What follows belongs to an exercise in optimizing a design on an open flow for small area, a short achievable clock period and few clock cycles per item; a production flow would make more cautious choices. Only simulation tests tie the RTL to the original design; equivalence was not proved. Power and IR drop assume default switching activity.

**design/flow/design.v**
```verilog
package rvx_pkg;
	localparam int NUM_REGS_DEF  = 16;
	localparam int MEM_WORDS_DEF = 256;
	localparam int WORD_W     = 16;
	localparam int CMD_W      = 3;
	localparam int REG_FLD_W  = 4;
	localparam int ADDR_FLD_W = 8;
	localparam int STATUS_W   = 2;
	localparam logic [CMD_W-1:0] CMD_ADD      = 3'd0;
	localparam logic [CMD_W-1:0] CMD_MOVE_REG = 3'd1;
	localparam logic [CMD_W-1:0] CMD_MOVE_IMM = 3'd2;
	localparam logic [CMD_W-1:0] CMD_LOAD     = 3'd3;
	localparam logic [CMD_W-1:0] CMD_STORE    = 3'd4;
	localparam logic [CMD_W-1:0] CMD_READ_REG = 3'd5;
	localparam logic [CMD_W-1:0] CMD_READ_MEM = 3'd6;
	localparam logic [STATUS_W-1:0] ST_SILENT   = 2'd0;
	localparam logic [STATUS_W-1:0] ST_VALID    = 2'd1;
	localparam logic [STATUS_W-1:0] ST_OVERFLOW = 2'd2;
	typedef logic [WORD_W-1:0] word_t;
	typedef struct packed {
		logic  reg_we;
		word_t reg_wdata;
		logic  mem_we;
		word_t mem_wdata;
	} wb_t;
endpackage
module rvx_exec (
	input  logic [rvx_pkg::CMD_W-1:0]    cmd,
	input  rvx_pkg::word_t               immediate,
	input  rvx_pkg::word_t               reg_d,
	input  rvx_pkg::word_t               reg_s,
	input  rvx_pkg::word_t               mem_rd,
	output rvx_pkg::word_t               value,
	output logic [rvx_pkg::STATUS_W-1:0] status,
	output rvx_pkg::wb_t                 wb
);
	logic [rvx_pkg::WORD_W:0] sum;
	assign sum = {1'b0, reg_d} + {1'b0, reg_s};
	always_comb begin
		value         = '0;
		status        = rvx_pkg::ST_SILENT;
		wb.reg_we     = 1'b0;
		wb.reg_wdata  = reg_s;
		wb.mem_we     = 1'b0;
		wb.mem_wdata  = reg_s;
		unique case (cmd)
			rvx_pkg::CMD_ADD: begin
				if (sum[rvx_pkg::WORD_W]) begin
					status = rvx_pkg::ST_OVERFLOW;
				end else begin
					wb.reg_we    = 1'b1;
					wb.reg_wdata = sum[rvx_pkg::WORD_W-1:0];
					value        = sum[rvx_pkg::WORD_W-1:0];
					status       = rvx_pkg::ST_VALID;
				end
			end
			rvx_pkg::CMD_MOVE_REG: begin
				wb.reg_we    = 1'b1;
				wb.reg_wdata = reg_s;
			end
			rvx_pkg::CMD_MOVE_IMM: begin
				wb.reg_we    = 1'b1;
				wb.reg_wdata = immediate;
			end
			rvx_pkg::CMD_LOAD: begin
				wb.reg_we    = 1'b1;
				wb.reg_wdata = mem_rd;
			end
			rvx_pkg::CMD_STORE: begin
				wb.mem_we    = 1'b1;
				wb.mem_wdata = reg_s;
			end
			rvx_pkg::CMD_READ_REG: begin
				value  = reg_d;
				status = rvx_pkg::ST_VALID;
			end
			rvx_pkg::CMD_READ_MEM: begin
				value  = mem_rd;
				status = rvx_pkg::ST_VALID;
			end
			default: begin
				value  = '0;
				status = rvx_pkg::ST_SILENT;
			end
		endcase
	end
endmodule
module register_vm_execute_unit #(
	parameter int NUM_REGS  = rvx_pkg::NUM_REGS_DEF,
	parameter int MEM_WORDS = rvx_pkg::MEM_WORDS_DEF
) (
	input  logic                           clk,
	input  logic                           arst_n,
	input  logic                           start,
	output logic                           busy,
	input  logic [rvx_pkg::CMD_W-1:0]      cmd,
	input  logic [rvx_pkg::REG_FLD_W-1:0]  dest_reg,
	input  logic [rvx_pkg::REG_FLD_W-1:0]  src_reg,
	input  logic [rvx_pkg::ADDR_FLD_W-1:0] mem_addr,
	input  logic [rvx_pkg::WORD_W-1:0]     immediate,
	output logic                           strobe,
	output logic [rvx_pkg::WORD_W-1:0]     value,
	output logic [rvx_pkg::STATUS_W-1:0]   status
);
	localparam int RW        = $clog2(NUM_REGS);
	localparam int MW        = $clog2(MEM_WORDS);
	localparam int CLR_DEPTH = (NUM_REGS > MEM_WORDS) ? NUM_REGS : MEM_WORDS;
	localparam int CW        = $clog2(CLR_DEPTH);
	localparam int REG_CODES = 2 ** rvx_pkg::REG_FLD_W;
	localparam int MEM_CODES = 2 ** rvx_pkg::ADDR_FLD_W;
	logic [RW-1:0] reg_wrap [REG_CODES];
	logic [MW-1:0] mem_wrap [MEM_CODES];
	genvar gi;
	generate
		for (gi = 0; gi < REG_CODES; gi++) begin : g_reg_wrap
			localparam int RIDX = gi % NUM_REGS;
			assign reg_wrap[gi] = RW'(RIDX);
		end
		for (gi = 0; gi < MEM_CODES; gi++) begin : g_mem_wrap
			localparam int MIDX = gi % MEM_WORDS;
			assign mem_wrap[gi] = MW'(MIDX);
		end
	endgenerate
	logic          clearing_q;
	logic [CW-1:0] clr_q;
	logic          accept;
	logic                         valid_s1;
	logic [rvx_pkg::CMD_W-1:0]    cmd_s1;
	logic [RW-1:0]                d_idx_s1;
	logic [MW-1:0]                a_idx_s1;
	rvx_pkg::word_t               imm_s1;
	rvx_pkg::word_t               rd_d_s1;
	rvx_pkg::word_t               rd_s_s1;
	rvx_pkg::word_t               mrd_s1;
	logic [RW-1:0] d_idx;
	logic [RW-1:0] s_idx;
	logic [MW-1:0] a_idx;
	rvx_pkg::word_t               ex_value;
	logic [rvx_pkg::STATUS_W-1:0] ex_status;
	rvx_pkg::wb_t                 wb;
	logic           reg_we;
	logic [RW-1:0]  reg_waddr;
	rvx_pkg::word_t reg_wdata;
	logic           mem_we;
	logic [MW-1:0]  mem_waddr;
	rvx_pkg::word_t mem_wdata;
	rvx_pkg::word_t regs [NUM_REGS];
	rvx_pkg::word_t mem  [MEM_WORDS];
	logic           strobe_q;
	rvx_pkg::word_t value_q;
	logic [rvx_pkg::STATUS_W-1:0] status_q;
	assign busy   = clearing_q;
	assign accept = start & ~clearing_q;
	assign d_idx = reg_wrap[dest_reg];
	assign s_idx = reg_wrap[src_reg];
	assign a_idx = mem_wrap[mem_addr];
	always_ff @(posedge clk or negedge arst_n) begin
		if (!arst_n) begin
			clearing_q <= 1'b1;
			clr_q      <= '0;
		end else if (clearing_q) begin
			if (clr_q == CW'(CLR_DEPTH - 1)) begin
				clearing_q <= 1'b0;
			end
			clr_q <= clr_q + 1'b1;
		end
	end
	always_ff @(posedge clk or negedge arst_n) begin
		if (!arst_n) begin
			valid_s1 <= 1'b0;
		end else begin
			valid_s1 <= accept;
		end
	end
	always_ff @(posedge clk) begin
		if (accept) begin
			cmd_s1   <= cmd;
			d_idx_s1 <= d_idx;
			a_idx_s1 <= a_idx;
			imm_s1   <= immediate;
		end
	end
	rvx_exec u_exec (
		.cmd       (cmd_s1),
		.immediate (imm_s1),
		.reg_d     (rd_d_s1),
		.reg_s     (rd_s_s1),
		.mem_rd    (mrd_s1),
		.value     (ex_value),
		.status    (ex_status),
		.wb        (wb)
	);
	always_comb begin
		if (clearing_q) begin
			reg_we    = 1'b1;
			reg_waddr = clr_q[RW-1:0];
			reg_wdata = '0;
			mem_we    = 1'b1;
			mem_waddr = clr_q[MW-1:0];
			mem_wdata = '0;
		end else begin
			reg_we    = valid_s1 & wb.reg_we;
			reg_waddr = d_idx_s1;
			reg_wdata = wb.reg_wdata;
			mem_we    = valid_s1 & wb.mem_we;
			mem_waddr = a_idx_s1;
			mem_wdata = wb.mem_wdata;
		end
	end
	always_ff @(posedge clk) begin
		if (reg_we) begin
			regs[reg_waddr] <= reg_wdata;
		end
		rd_d_s1 <= (reg_we && (reg_waddr == d_idx)) ? reg_wdata : regs[d_idx];
		rd_s_s1 <= (reg_we && (reg_waddr == s_idx)) ? reg_wdata : regs[s_idx];
	end
	always_ff @(posedge clk) begin
		if (mem_we) begin
			mem[mem_waddr] <= mem_wdata;
		end
		mrd_s1 <= (mem_we && (mem_waddr == a_idx)) ? mem_wdata : mem[a_idx];
	end
	always_ff @(posedge clk or negedge arst_n) begin
		if (!arst_n) begin
			strobe_q <= 1'b0;
		end else begin
			strobe_q <= valid_s1;
		end
	end
	always_ff @(posedge clk) begin
		if (valid_s1) begin
			value_q  <= ex_value;
			status_q <= ex_status;
		end
	end
	assign strobe = strobe_q;
	assign value  = value_q;
	assign status = status_q;
endmodule
```
**design/flow/run.sh**
```bash
#!/bin/bash
# synth_recipe.tcl (not shown) runs the flow's synth.tcl, then flattens the netlist and writes it again
# the make line also repeats each setting of config.mk as NAME=value (left out here)
make -C /OpenROAD-flow-scripts/flow DESIGN_CONFIG=/design/flow/config.mk WORK_HOME=/design/flow/orfs CLKGATE_MAP_FILE= SYNTH_SCRIPT=/design/flow/synth_recipe.tcl finish
```
**design/flow/constraint.sdc**
```tcl
create_clock -name core_clock -period 5.2 [get_ports {clk}]
set_input_delay 1.0400 -clock core_clock [delete_from_list [all_inputs] [get_ports {clk}]]
set_output_delay 1.0400 -clock core_clock [all_outputs]
set_load 0.01 [all_outputs]
```
**design/flow/config.mk**
```make
export PLATFORM = sky130hd
export DESIGN_NAME = register_vm_execute_unit
export DESIGN_NICKNAME = register_vm_execute_unit
export VERILOG_FILES = /design/flow/design.v
export SDC_FILE = /design/flow/constraint.sdc
export NUM_CORES = 4
export LEC_CHECK = 0
export CAP_MARGIN = 20
export CORE_MARGIN = 2
export CORE_UTILIZATION = 40
export SLEW_MARGIN = 20
```
==> reports/qor.yml <==
status: "complete, no violations"
p_leak_nw: 62.44
dp_slack_ns: 0.2669
post_cts_resized: 0
slew_headroom_pct: 25.24
tritoncts: "built"
timing_hold_violations_final: 0
drive_gt1_share_pct: 29.43
die_x_um: 662.6
fin_crit_sh_pct: 96.69
synthesis.area_um2: 173500
grt_pass1_vias: 86979
filler_cell_count: 35303
ys_seq_elements: 4428
ys_seq_area_share_pct: 76.52
end_kind: "flop"
setup_ws_ns: 0.1723
vias: 88007
portBuffers: 57
drt_first_pass_iters: 6
syn2layout_area_growth_pct: 14.90
start_util_pct: 40.20
fin_util_pct: 46.19
cts_max_path_buffers: 4
dp_hpwl_um: 309900
netlist_instances: 7800
die_area_um2: 439000
syn-num-nets: 7856
initialDrtViolationCount: 12901
synth_xor_area_share_pct: 0.08078
synth_compound_area_share_pct: 2.924
drc_errors: 0
rows: 241
layout.nets: 8597
insertion_delay_ns: 1.02
synthMuxAreaShare_pct: 16.44
maxCapViolCount: 0
setup_violations: 0
tightest_slew_ns: 1.121
fin_skew_ns: 0.08716
grtUsageTotal_pct: 21.99
cts_hold_buf: 0
avgSynthCellArea_um2: 22.24
start_kind: "flop"
async_reset_ff_share_pct: 0.2484
placedCellCount: 13800
yosys.cell_types.count: 89
yosysWarnings: 4
cts_buffers: 444
place_congestion: 0.8990
min_path_type: "input port to flop"
grt_pass1_wl_um: 686700
instances_no_fill: 14636
path_clk_slew_ns: 0.06
antenna_left: 0
wl_per_cell_um: 33.60
cp_data_arrival_time_ns: 5.70
crit_fanout: 55
core_area_um2: 431500
yosys_most_used_dff: "edfxtp_1"
rsz0062_at_grt: "false"
p_total_w: 0.07668
synth_edf_count: 4401
synth_top_family_by_area: "multiplexers"
grt_max_degree: 176
cts_max_level: 5
avgViaCountPerCell: 6.013
path_class: "flop to flop"
cts_setup_buffers: 0
grt_overflow: 0
slew_violations: 0
powerDensity_nw_per_um2: 384.7
whs_ns: 0.4722
antenna_found_initial: 28
yosys.area_share.simple_pct: 2.008
io-pin-count: 58
die_h_um: 662.6
required_ns: 5.87
clock-sinks: 4428
routed_wl_um: 491800
clockRootBuffer: "clkbuf_16"
fmax_mhz: 198.9
vdd_drop_max_uv: 322.7
synth_fa_ha_area_share_pct: 0.1341
min_period_ns: 5.028
[Yosys cell counts (54+ instances only)]
cell type / number / area [um2]
a21oi_1: 118 / 590.6
a221oi_1: 81 / 709.4
a22o_1: 54 / 473.0
a22oi_1: 203 / 1524
buf_2: 113 / 565.5
buf_4: 68 / 510.5
buf_6: 81 / 912.1
clkbuf_1: 142 / 533.0
edfxtp_1: 4401 / 132200
mux2i_1: 177 / 1772
mux4_2: 1115 / 25110
nand2_1: 175 / 656.9
nand3_1: 61 / 305.3
nor2_1: 349 / 1310
o21ai_0: 65 / 325.3
[layout make-up]
type                            count  area, um2  area share [%]
Antenna cell                       10      25.02         0.01255
Clock buffer                      541      11560           5.799
Clock inverter                    280       2599           1.304
Inverter                           23      92.59         0.04645
Multi-Input combinational cell   2887      37950           19.04
Sequential cell                  4428     132800           66.62
Tap cell                         5710       7144           3.584
Timing Repair Buffer              757       7176           3.600
[registers in the layout (all words and copies together) (netlist names), 2 cells and up, named ones only]
register,flops
clr_q,8
imm_s1,16
a_idx_s1,8
cmd_s1,3
regs,256
status_q,2
mem,4096
value_q,16
d_idx_s1,4
[power by group]
part / total [W] / internal, W / switching (W) / leakage (nW)
logic: 0.00527 / 0.00167 / 0.00360 / 15.7
registers: 0.0401 / 0.0401 / 0.0000846 / 39.9
clock network: 0.0313 / 0.0177 / 0.0136 / 6.92
total: 0.0767 / 0.0594 / 0.0173 / 62.4
[worst max-delay path, cell delays in order, from the launching register on]
cell and delay (ns):
dfxtp_4 0.74, buf_12 0.38, buf_4 0.38, mux4_2 0.36, a22oi_1 0.28, a21oi_1 0.24, or4_1 0.83, nand4_1 0.55
a31oi_1 0.18, buf_4 0.18, o31a_1 0.42
[cells by family (layout without fill, tap and decap cells)]
group / Yosys count / count (layout)
other: 0 / 10
AO/OA/AOI/OAI: 707 / 707
AND/OR/NAND/NOR: 774 / 774
flip-flops: 4428 / 4428
adder cells (fa/ha/maj): 18 / 18
buffers and inverters: 485 / 1601
multiplexers: 1372 / 1372
XOR/XNOR: 16 / 16
[layer usage]
| metal | up-vias | track usage, % | routed length [um] |
|---|---|---|---|
| met1 | 47248 | 30.82 | 192800 |
| met5 | - | 0 | 155 |
| met2 | 4991 | 34.32 | 229000 |
| li1 | 34848 | - | - |
| met3 | 900 | 4.306 | 48670 |
| met4 | 20 | 8.209 | 21150 |
[worst paths after layout]
path,start,end,slack (ns),cells after the start
min reg2reg,clr_q[5],clr_q[5],0.56,1
min in group asynchronous,arst_n,strobe_q,0.49,1
max reg2reg,flop,regs[9][9],0.17,10
min,src_reg[1],flop,0.47,1
max in group asynchronous,arst_n,clr_q[7],4.18,1
max,flop,regs[9][9],0.17,10
[cells in the final DEF (no fill, tap or decap), types with 12 or more instances in the layout]
cell / count
mux2_2: 31
buf_12: 100
nand4_1: 25
and2_4: 16
nor3_1: 31
a221oi_1: 81
nor2_2: 56
mux4_2: 1115
bufinv_16: 37
mux2i_1: 177
clkinv_2: 94
inv_1: 19
a21oi_1: 118
clkbuf_1: 93
o21ai_0: 65
mux4_1: 49
nor2_1: 275
ha_1: 17
a22o_1: 54
a211oi_1: 15
o22ai_1: 41
clkdlybuf4s50_1: 57
nand2b_1: 20
a31oi_1: 16
edfxtp_1: 4401
xnor2_1: 12
nand2_2: 12
nor2_4: 20
or4_1: 14
a22oi_1: 203
clkinv_1: 115
or3_1: 12
o211ai_1: 17
nand3_1: 61
nand2_1: 163
clkbuf_16: 448
buf_4: 593
[through the flow]
stage          TNS, ns  area [um2]
6_report             0      199300
5_1_grt              0      199300
4_1_cts              0      199100
3_5_place_dp         0      184900
3_3_place_gp    -1.677      184900
2_1_floorplan  -950.42      173500
Testbench counts, summed over its fixed seeds: cycles 24,008, items 24,000.

-- port drivers added, routing unchanged --
Ports are ideal in the flow. The routed layout listed here was re-timed in OpenROAD.
Step 1, drivers: a clkbuf_16 drives clk and a buf_2 each remaining input, both assumed.
Step 2 times the ports against the registers' clock, not the clock port: input delays grow and output delays shrink by t, the midpoint of the rising clock arrivals with the driver on.
Three values: ideal ports, drivers, drivers and shift; two values: the first two.
t (ns): 1.095
setup slack, ns: 0.172 / 0.172 / 0.172
worst hold slack (ns): 0.472 / 0.394 / 0.561
After both steps this run still meets setup and hold. The setup slack of this run moves by 0.000 ns with the drivers and by 0.000 ns with both steps.
